Context: an optimization exercise on an open-source flow, tuned for small area. The choices shown serve that exercise and are no tape-out recipe.
RTL that was checked went through simulation tests only; none was proved equivalent to the original.
No activity file was given, so power comes from the tool's default toggle rates. No driver is modelled on the clock port, so clocking that relies on it looks cheaper here than on a real chip.

==> run a: inputs <==
==> flow/design.v <==
module gap_tv_wb_drain #(
    parameter int PORT_SIZE = 32,
    parameter int ADDR_W    = 8,
    parameter int OUT_LANES = 4,
    parameter int DEPTH     = 4,
    parameter int ROWS      = 256,
    parameter int FCNT_W    = 8,
    localparam int BEATS    = PORT_SIZE / OUT_LANES,
    localparam int BIDX_W   = $clog2(BEATS),
    localparam int PTR_W    = $clog2(DEPTH),
    localparam int CNT_W    = PTR_W + 1,
    localparam int ROW_W    = PORT_SIZE * 16,
    localparam int BEAT_W   = OUT_LANES * 16
) (
    input  logic                     clk,
    input  logic                     rst,
    input  logic                     wen,
    input  logic [ADDR_W-1:0]        waddr,
    input  logic [ROW_W-1:0]         dout,
    input  logic                     m_ready,
    output logic                     m_valid,
    output logic [BEAT_W-1:0]        m_data,
    output logic [ADDR_W+BIDX_W-1:0] m_addr,
    output logic                     m_last,
    output logic                     m_frame_end,
    output logic [FCNT_W-1:0]        frame_cnt,
    output logic [CNT_W-1:0]         count,
    output logic                     full,
    output logic                     overflow
);
    logic [ADDR_W-1:0] addr_mem_q [DEPTH];
    logic [ROW_W-1:0]  data_mem_q [DEPTH];
    logic [PTR_W-1:0]  head_q, tail_q;
    logic [CNT_W-1:0]  count_q;
    logic [BIDX_W-1:0] beat_q;
    logic              overflow_q;
    logic [FCNT_W-1:0] frame_cnt_q;
    logic              valid, last_beat, beat_fire, pop_fire, push_fire;
    logic [DEPTH-1:0]  hsel;                  
    logic [BEATS-1:0]  bsel;                  
    logic [ADDR_W-1:0] head_addr;
    assign valid     = (count_q != '0);
    assign last_beat = (beat_q == BIDX_W'(BEATS - 1));
    assign beat_fire = valid && m_ready;
    assign pop_fire  = beat_fire && last_beat;
    assign push_fire = wen && (!count_q[PTR_W] || pop_fire);
    always_comb begin
        for (int e = 0; e < DEPTH; e++) hsel[e] = valid && (head_q == PTR_W'(e));
        for (int b = 0; b < BEATS; b++) bsel[b] = (beat_q == BIDX_W'(b));
    end
    localparam int NSEL = DEPTH * BEATS;
    localparam int NGRP = (NSEL + 2) / 3;
    logic [NSEL-1:0] sel;
    always_comb
        for (int e = 0; e < DEPTH; e++)
            for (int b = 0; b < BEATS; b++) sel[e*BEATS+b] = hsel[e] && bsel[b];
    for (genvar j = 0; j < BEAT_W; j++) begin : g_lane
        logic [NSEL-1:0] d;
        logic [NGRP-1:0] grp_n;
        for (genvar e = 0; e < DEPTH; e++)
            for (genvar b = 0; b < BEATS; b++)
                assign d[e*BEATS+b] = data_mem_q[e][b*BEAT_W+j];
        for (genvar g = 0; g < NGRP; g++) begin : g_grp
            if (3*g+2 < NSEL) begin : g3
                gap_tv_wb_drain_aoi222 u (.s(sel[3*g +: 3]), .d(d[3*g +: 3]), .y_n(grp_n[g]));
            end else begin : g2
                gap_tv_wb_drain_aoi22 u (.s(sel[3*g +: 2]), .d(d[3*g +: 2]), .y_n(grp_n[g]));
            end
        end
        assign m_data[j] = !(&grp_n);
    end
    always_comb begin
        head_addr = '0;
        for (int e = 0; e < DEPTH; e++)
            head_addr = head_addr | ({ADDR_W{hsel[e]}} & addr_mem_q[e]);
    end
    assign m_valid     = valid;
    assign m_last      = valid && last_beat;
    assign m_frame_end = m_last && (&head_addr);
    assign m_addr      = {head_addr, valid ? beat_q : BIDX_W'(0)};
    always_ff @(posedge clk) begin
        if (rst) begin
            head_q      <= '0;
            tail_q      <= '0;
            count_q     <= '0;
            beat_q      <= '0;
            overflow_q  <= 1'b0;
            frame_cnt_q <= '0;
        end else begin
            if (beat_fire) beat_q <= beat_q + BIDX_W'(1);
            if (pop_fire) head_q <= head_q + PTR_W'(1);
            if (push_fire) tail_q <= tail_q + PTR_W'(1);
            else if (wen) overflow_q <= 1'b1;
            if (beat_fire && m_frame_end) frame_cnt_q <= frame_cnt_q + FCNT_W'(1);
            if (push_fire && !pop_fire) count_q <= count_q + CNT_W'(1);
            else if (pop_fire && !push_fire) count_q <= count_q - CNT_W'(1);
        end
    end
    always_ff @(posedge clk) begin
        for (int e = 0; e < DEPTH; e++)
            if (push_fire && !rst && tail_q == PTR_W'(e)) begin
                addr_mem_q[e] <= waddr;
                data_mem_q[e] <= dout;
            end
    end
    assign count     = count_q;
    assign full      = count_q[PTR_W];
    assign overflow  = overflow_q;
    assign frame_cnt = frame_cnt_q;
endmodule
module gap_tv_wb_drain_aoi222 (
    input  logic [2:0] s,
    input  logic [2:0] d,
    output logic       y_n
);
    assign y_n = !(|(s & d));
endmodule
module gap_tv_wb_drain_aoi22 (
    input  logic [1:0] s,
    input  logic [1:0] d,
    output logic       y_n
);
    assign y_n = !(|(s & d));
endmodule
==> flow/flow/run.sh <==
#!/bin/bash
# Standard ORFS layout, with input/output ports buffered by the smallest buffer
# and a clock tree built from small clock buffers without dummy loads.
set -euo pipefail
export BUFFER_PORTS_ARGS="-buffer_cell sky130_fd_sc_hd__buf_1"
export CTS_ARGS="-sink_clustering_enable -repair_clock_nets -dont_use_dummy_load -sink_clustering_size 20 -buf_list {sky130_fd_sc_hd__clkbuf_4 sky130_fd_sc_hd__clkbuf_8}"
bash standard.sh > standard_flow.log 2>&1
==> flow/standard.sh <==
#!/bin/bash
# synth_recipe.tcl (not shown) runs the flow's synth.tcl, then flattens the netlist and writes it again
# the make line also repeats each setting of config.mk as NAME=value (left out here)
make -C /OpenROAD-flow-scripts/flow DESIGN_CONFIG=/design/flow/config.mk WORK_HOME=/design/flow/orfs CLKGATE_MAP_FILE= SYNTH_SCRIPT=/design/flow/synth_recipe.tcl "${@:-finish}"
==> flow/config.mk <==
export PLATFORM = sky130hd
export DESIGN_NAME = gap_tv_wb_drain
export DESIGN_NICKNAME = gap_tv_wb_drain
export VERILOG_FILES = /design/flow/design.v
export SDC_FILE = /design/flow/constraint.sdc
export NUM_CORES = 4
export LEC_CHECK = 0
export CAP_MARGIN = 20
export CORE_MARGIN = 2
export CORE_UTILIZATION = 60
export SLEW_MARGIN = 20
export SYNTH_HIERARCHICAL = 1
export SYNTH_MINIMUM_KEEP_SIZE = 0
==> flow/constraint.sdc <==
create_clock -name core_clock -period 4.5 [get_ports {clk}]
set_input_delay 0.9000 -clock core_clock [delete_from_list [all_inputs] [get_ports {clk}]]
set_output_delay 0.9000 -clock core_clock [all_outputs]
set_load 0.01 [all_outputs]
==> run b (differences from run a) <==
==> flow/design.v, changed modules only <==
module gap_tv_wb_drain #(
    parameter int PORT_SIZE = 32,
    parameter int ADDR_W    = 8,
    parameter int OUT_LANES = 4,
    parameter int DEPTH     = 4,
    parameter int ROWS      = 256,
    parameter int FCNT_W    = 8,
    localparam int BEATS    = PORT_SIZE / OUT_LANES,
    localparam int BIDX_W   = $clog2(BEATS),
    localparam int PTR_W    = $clog2(DEPTH),
    localparam int CNT_W    = PTR_W + 1,
    localparam int ROW_W    = PORT_SIZE * 16,
    localparam int BEAT_W   = OUT_LANES * 16
) (
    input  logic                     clk,
    input  logic                     rst,
    input  logic                     wen,
    input  logic [ADDR_W-1:0]        waddr,
    input  logic [ROW_W-1:0]         dout,
    input  logic                     m_ready,
    output logic                     m_valid,
    output logic [BEAT_W-1:0]        m_data,
    output logic [ADDR_W+BIDX_W-1:0] m_addr,
    output logic                     m_last,
    output logic                     m_frame_end,
    output logic [FCNT_W-1:0]        frame_cnt,
    output logic [CNT_W-1:0]         count,
    output logic                     full,
    output logic                     overflow
);
    logic [ADDR_W-1:0] addr_mem_q [DEPTH];
    logic [ROW_W-1:0]  data_mem_q [DEPTH];
    logic [PTR_W-1:0]  head_q, tail_q;
    logic [CNT_W-1:0]  count_q;
    logic [BEATS-1:0]  bsel_q;                
    logic [DEPTH-1:0]  hsel_q;                
    logic              overflow_q;
    logic [FCNT_W-1:0] frame_cnt_q;
    logic              valid, last_beat, beat_fire, pop_fire, push_fire;
    logic [PTR_W-1:0]  head_d;
    logic [CNT_W-1:0]  count_d;
    logic [ADDR_W-1:0] head_addr;
    logic [BIDX_W-1:0] beat_idx;
    assign valid     = (count_q != '0);
    assign last_beat = bsel_q[BEATS-1];
    assign beat_fire = valid && m_ready;
    assign pop_fire  = beat_fire && last_beat;
    assign push_fire = wen && (!count_q[PTR_W] || pop_fire);
    always_comb begin
        head_d  = pop_fire ? head_q + PTR_W'(1) : head_q;
        count_d = count_q;
        if (push_fire && !pop_fire) count_d = count_q + CNT_W'(1);
        else if (pop_fire && !push_fire) count_d = count_q - CNT_W'(1);
    end
    localparam int NSEL = DEPTH * BEATS;
    localparam int NGRP = (NSEL + 2) / 3;
    logic [NSEL-1:0] sel;
    always_comb
        for (int e = 0; e < DEPTH; e++)
            for (int b = 0; b < BEATS; b++) sel[e*BEATS+b] = hsel_q[e] && bsel_q[b];
    for (genvar j = 0; j < BEAT_W; j++) begin : g_lane
        logic [NSEL-1:0] d;
        logic [NGRP-1:0] grp_n;
        for (genvar e = 0; e < DEPTH; e++)
            for (genvar b = 0; b < BEATS; b++)
                assign d[e*BEATS+b] = data_mem_q[e][b*BEAT_W+j];
        for (genvar g = 0; g < NGRP; g++) begin : g_grp
            if (3*g+2 < NSEL) begin : g3
                gap_tv_wb_drain_aoi222 u (.s(sel[3*g +: 3]), .d(d[3*g +: 3]), .y_n(grp_n[g]));
            end else begin : g2
                gap_tv_wb_drain_aoi22 u (.s(sel[3*g +: 2]), .d(d[3*g +: 2]), .y_n(grp_n[g]));
            end
        end
        assign m_data[j] = !(&grp_n);
    end
    always_comb begin
        head_addr = '0;
        for (int e = 0; e < DEPTH; e++)
            head_addr = head_addr | ({ADDR_W{hsel_q[e]}} & addr_mem_q[e]);
        beat_idx = '0;
        for (int b = 0; b < BEATS; b++)
            if (bsel_q[b]) beat_idx = beat_idx | BIDX_W'(b);
    end
    assign m_valid     = valid;
    assign m_last      = valid && last_beat;
    assign m_frame_end = m_last && (&head_addr);
    assign m_addr      = {head_addr, valid ? beat_idx : BIDX_W'(0)};
    always_ff @(posedge clk) begin
        if (rst) begin
            head_q      <= '0;
            tail_q      <= '0;
            count_q     <= '0;
            bsel_q      <= BEATS'(1);
            hsel_q      <= '0;
            overflow_q  <= 1'b0;
            frame_cnt_q <= '0;
        end else begin
            if (beat_fire) bsel_q <= {bsel_q[BEATS-2:0], bsel_q[BEATS-1]};
            head_q  <= head_d;
            count_q <= count_d;
            for (int e = 0; e < DEPTH; e++)
                hsel_q[e] <= (count_d != '0) && (head_d == PTR_W'(e));
            if (push_fire) tail_q <= tail_q + PTR_W'(1);
            else if (wen) overflow_q <= 1'b1;
            if (beat_fire && m_frame_end) frame_cnt_q <= frame_cnt_q + FCNT_W'(1);
        end
    end
    always_ff @(posedge clk) begin
        for (int e = 0; e < DEPTH; e++)
            if (push_fire && tail_q == PTR_W'(e)) begin
                addr_mem_q[e] <= waddr;
                data_mem_q[e] <= dout;
            end
    end
    assign count     = count_q;
    assign full      = count_q[PTR_W];
    assign overflow  = overflow_q;
    assign frame_cnt = frame_cnt_q;
endmodule
==> flow/flow/run.sh (replaced) <==
#!/bin/bash
# Standard ORFS layout, with input/output ports buffered by the smallest buffer
# and a clock tree of large leaf clusters without dummy loads.
set -euo pipefail
export BUFFER_PORTS_ARGS="-buffer_cell sky130_fd_sc_hd__buf_1"
export CTS_ARGS="-sink_clustering_enable -repair_clock_nets -dont_use_dummy_load -sink_clustering_size 30 -sink_clustering_max_diameter 80 -buf_list {sky130_fd_sc_hd__clkbuf_8 sky130_fd_sc_hd__clkbuf_16}"
bash standard.sh > standard_flow.log 2>&1
--- a/flow/config.mk
+++ b/flow/config.mk
@@ -7,7 +7,7 @@
 export LEC_CHECK = 0
 export CAP_MARGIN = 20
 export CORE_MARGIN = 2
-export CORE_UTILIZATION = 60
+export CORE_UTILIZATION = 50
 export SLEW_MARGIN = 20
 export SYNTH_HIERARCHICAL = 1
 export SYNTH_MINIMUM_KEEP_SIZE = 0
==> run c (differences from run a) <==
==> flow/design.v, changed modules only <==
module gap_tv_wb_drain #(
    parameter int PORT_SIZE = 32,
    parameter int ADDR_W    = 8,
    parameter int OUT_LANES = 4,
    parameter int DEPTH     = 4,
    parameter int ROWS      = 256,
    parameter int FCNT_W    = 8,
    localparam int BEATS    = PORT_SIZE / OUT_LANES,
    localparam int BIDX_W   = $clog2(BEATS),
    localparam int PTR_W    = $clog2(DEPTH),
    localparam int CNT_W    = PTR_W + 1,
    localparam int ROW_W    = PORT_SIZE * 16,
    localparam int BEAT_W   = OUT_LANES * 16
) (
    input  logic                     clk,
    input  logic                     rst,
    input  logic                     wen,
    input  logic [ADDR_W-1:0]        waddr,
    input  logic [ROW_W-1:0]         dout,
    input  logic                     m_ready,
    output logic                     m_valid,
    output logic [BEAT_W-1:0]        m_data,
    output logic [ADDR_W+BIDX_W-1:0] m_addr,
    output logic                     m_last,
    output logic                     m_frame_end,
    output logic [FCNT_W-1:0]        frame_cnt,
    output logic [CNT_W-1:0]         count,
    output logic                     full,
    output logic                     overflow
);
    logic [ADDR_W-1:0] addr_mem_q [DEPTH];
    logic [ROW_W-1:0]  data_mem_q [DEPTH];
    logic [PTR_W-1:0]  head_q, tail_q;
    logic [CNT_W-1:0]  count_q;
    logic [BEATS-1:0]  bsel_q;                
    logic [DEPTH-1:0]  hsel_q;                
    logic              overflow_q;
    logic [FCNT_W-1:0] frame_cnt_q;
    logic              valid, last_beat, beat_fire, pop_fire, push_fire;
    logic [PTR_W-1:0]  head_d;
    logic [CNT_W-1:0]  count_d;
    logic [ADDR_W-1:0] head_addr;
    logic [BIDX_W-1:0] beat_idx;
    assign valid     = (count_q != '0);
    assign last_beat = bsel_q[BEATS-1];
    assign beat_fire = valid && m_ready;
    assign pop_fire  = beat_fire && last_beat;
    assign push_fire = wen && (!count_q[PTR_W] || pop_fire);
    always_comb begin
        head_d  = pop_fire ? head_q + PTR_W'(1) : head_q;
        count_d = count_q;
        if (push_fire && !pop_fire) count_d = count_q + CNT_W'(1);
        else if (pop_fire && !push_fire) count_d = count_q - CNT_W'(1);
    end
    localparam int NSEL = DEPTH * BEATS;
    localparam int NGRP = (NSEL + 2) / 3;
    logic [NSEL-1:0] sel;
    always_comb
        for (int e = 0; e < DEPTH; e++)
            for (int b = 0; b < BEATS; b++) sel[e*BEATS+b] = hsel_q[e] && bsel_q[b];
    for (genvar j = 0; j < BEAT_W; j++) begin : g_lane
        logic [NSEL-1:0] d;
        logic [NGRP-1:0] grp_n;
        for (genvar e = 0; e < DEPTH; e++)
            for (genvar b = 0; b < BEATS; b++)
                assign d[e*BEATS+b] = data_mem_q[e][b*BEAT_W+j];
        for (genvar g = 0; g < NGRP; g++) begin : g_grp
            if (3*g+2 < NSEL) begin : g3
                gap_tv_wb_drain_aoi222 u (.s(sel[3*g +: 3]), .d(d[3*g +: 3]), .y_n(grp_n[g]));
            end else begin : g2
                gap_tv_wb_drain_aoi22 u (.s(sel[3*g +: 2]), .d(d[3*g +: 2]), .y_n(grp_n[g]));
            end
        end
        assign m_data[j] = !(&grp_n);
    end
    always_comb begin
        head_addr = '0;
        for (int e = 0; e < DEPTH; e++)
            head_addr = head_addr | ({ADDR_W{hsel_q[e]}} & addr_mem_q[e]);
        beat_idx = '0;
        for (int b = 0; b < BEATS; b++)
            if (bsel_q[b]) beat_idx = beat_idx | BIDX_W'(b);
    end
    assign m_valid     = valid;
    assign m_last      = valid && last_beat;
    assign m_frame_end = m_last && (&head_addr);
    assign m_addr      = {head_addr, valid ? beat_idx : BIDX_W'(0)};
    always_ff @(posedge clk) begin
        if (rst) begin
            head_q      <= '0;
            tail_q      <= '0;
            count_q     <= '0;
            bsel_q      <= BEATS'(1);
            hsel_q      <= '0;
            overflow_q  <= 1'b0;
            frame_cnt_q <= '0;
        end else begin
            if (beat_fire) bsel_q <= {bsel_q[BEATS-2:0], bsel_q[BEATS-1]};
            head_q  <= head_d;
            count_q <= count_d;
            for (int e = 0; e < DEPTH; e++)
                hsel_q[e] <= (count_d != '0) && (head_d == PTR_W'(e));
            if (push_fire) tail_q <= tail_q + PTR_W'(1);
            else if (wen) overflow_q <= 1'b1;
            if (beat_fire && m_frame_end) frame_cnt_q <= frame_cnt_q + FCNT_W'(1);
        end
    end
    always_ff @(posedge clk) begin
        for (int e = 0; e < DEPTH; e++)
            if (push_fire && tail_q == PTR_W'(e)) begin
                addr_mem_q[e] <= waddr;
                data_mem_q[e] <= dout;
            end
    end
    assign count     = count_q;
    assign full      = count_q[PTR_W];
    assign overflow  = overflow_q;
    assign frame_cnt = frame_cnt_q;
endmodule
==> flow/flow/run.sh (replaced) <==
#!/bin/bash
# Standard ORFS layout, with input/output ports buffered by the smallest buffer
# and a clock tree of large leaf clusters without dummy loads.
set -euo pipefail
export BUFFER_PORTS_ARGS="-buffer_cell sky130_fd_sc_hd__buf_1"
export CTS_ARGS="-sink_clustering_enable -repair_clock_nets -dont_use_dummy_load -sink_clustering_size 30 -sink_clustering_max_diameter 100 -buf_list {sky130_fd_sc_hd__clkbuf_16}"
bash standard.sh > standard_flow.log 2>&1
==> run summary <==
- Run c finished with timing, DRC and antenna clean. Run a finished but failed the layout checks on negative setup slack. Run b passed the timing, DRC and antenna checks.
- The highest final cell count belongs to run a, the lowest to run c.
- The lowest clock-buffer cell count belongs to run c, the highest to run a.
- In flip-flop and latch count, run b and run c do not differ.
- Against run a, the fmax of run c is larger by about 8%.
- Power: run b is larger than run c (2.6%).
- Area after synthesis is the same in run c and run b.
- Between run b and run a, the lower core utilization is in run b (gap 15 points).
- Between run a and run b, the lower setup slack is in run a (gap 0.23 ns).
==> figures <==
|  | run c | run a | run b |
|---|---|---|---|
| Status | complete, no violations | finished with violations | complete, no violations |
| Violated checks | - | negative setup slack | - |
| Power share of the clock group | 25.7% | 32.9% | 27.3% |
| Global-route usage over all layers | 33.27% | 37.92% | 29.01% |
| Simple-gate area share of the yosys netlist | 2.847% | 2.604% | 2.847% |
| Antenna violations before repair | 94 | 88 | 57 |
| Post-layout worst setup margin | 0.1949 ns | -0.1418 ns | 0.08887 ns |
| Reg2reg setup slack | 1.48 ns | 1.26 ns | 1.60 ns |
| CTS Sinks | 2,108 | 2,099 | 2,108 |
| Met3 Routed Length | 30,110 um | 36,880 um | 28,070 um |
| Instance count of the mapped netlist | 3,282 | 3,249 | 3,282 |
| DR WL met2 | 99,500 um | 110,900 um | 101,600 um |
| Final setup violating endpoints | 0 | 12 | 0 |
| Worst vdd rail ir drop | 351.1 uV | 329.9 uV | 290.1 uV |
| Seq Cell Count | 2,108 | 2,099 | 2,108 |
| Fraction of synthesized area in multiplexers | 0.07200% | 0.02926% | 0.07200% |
| Effective utilization at floorplan | 60.68% | 60.59% | 50.26% |
| Routed wire per std cell | 36.62 um | 39.30 um | 36.55 um |
| Slew at the pin closest to its max-slew limit | 0.8945 ns | 0.7377 ns | 1.286 ns |
Only the layout flow was run in run a; the RTL was not checked for function there.

==> port drivers added, routing unchanged <==
Ports are ideal in the flow. The routed layouts listed here were re-timed in OpenROAD. Step 1 sets driving cells, clkbuf_16 on the clock port and buf_2 on the other inputs (assumed; they add their load-dependent delay and slew). Step 2 times the ports against the registers' clock, not the clock port: input delays grow and output delays shrink by t, the midpoint of the rising clock arrivals with the driver on. a / b / c = ideal / step 1 / step 2; a / b = the first two.
| run | t, ns | setup slack, ns | worst hold slack (ns) | worst setup path at the end |
|---|---|---|---|---|
| run a | 1.051 | -0.142 / -0.222 / 0.829 | 0.154 / 0.114 / 0.509 | register to output |
| run b | 0.792 | 0.089 / 0.009 / 0.802 | 0.429 / 0.375 / 0.490 | register to output |
| run c | 0.759 | 0.195 / 0.115 / 0.874 | 0.453 / 0.402 / 0.493 | register to output |
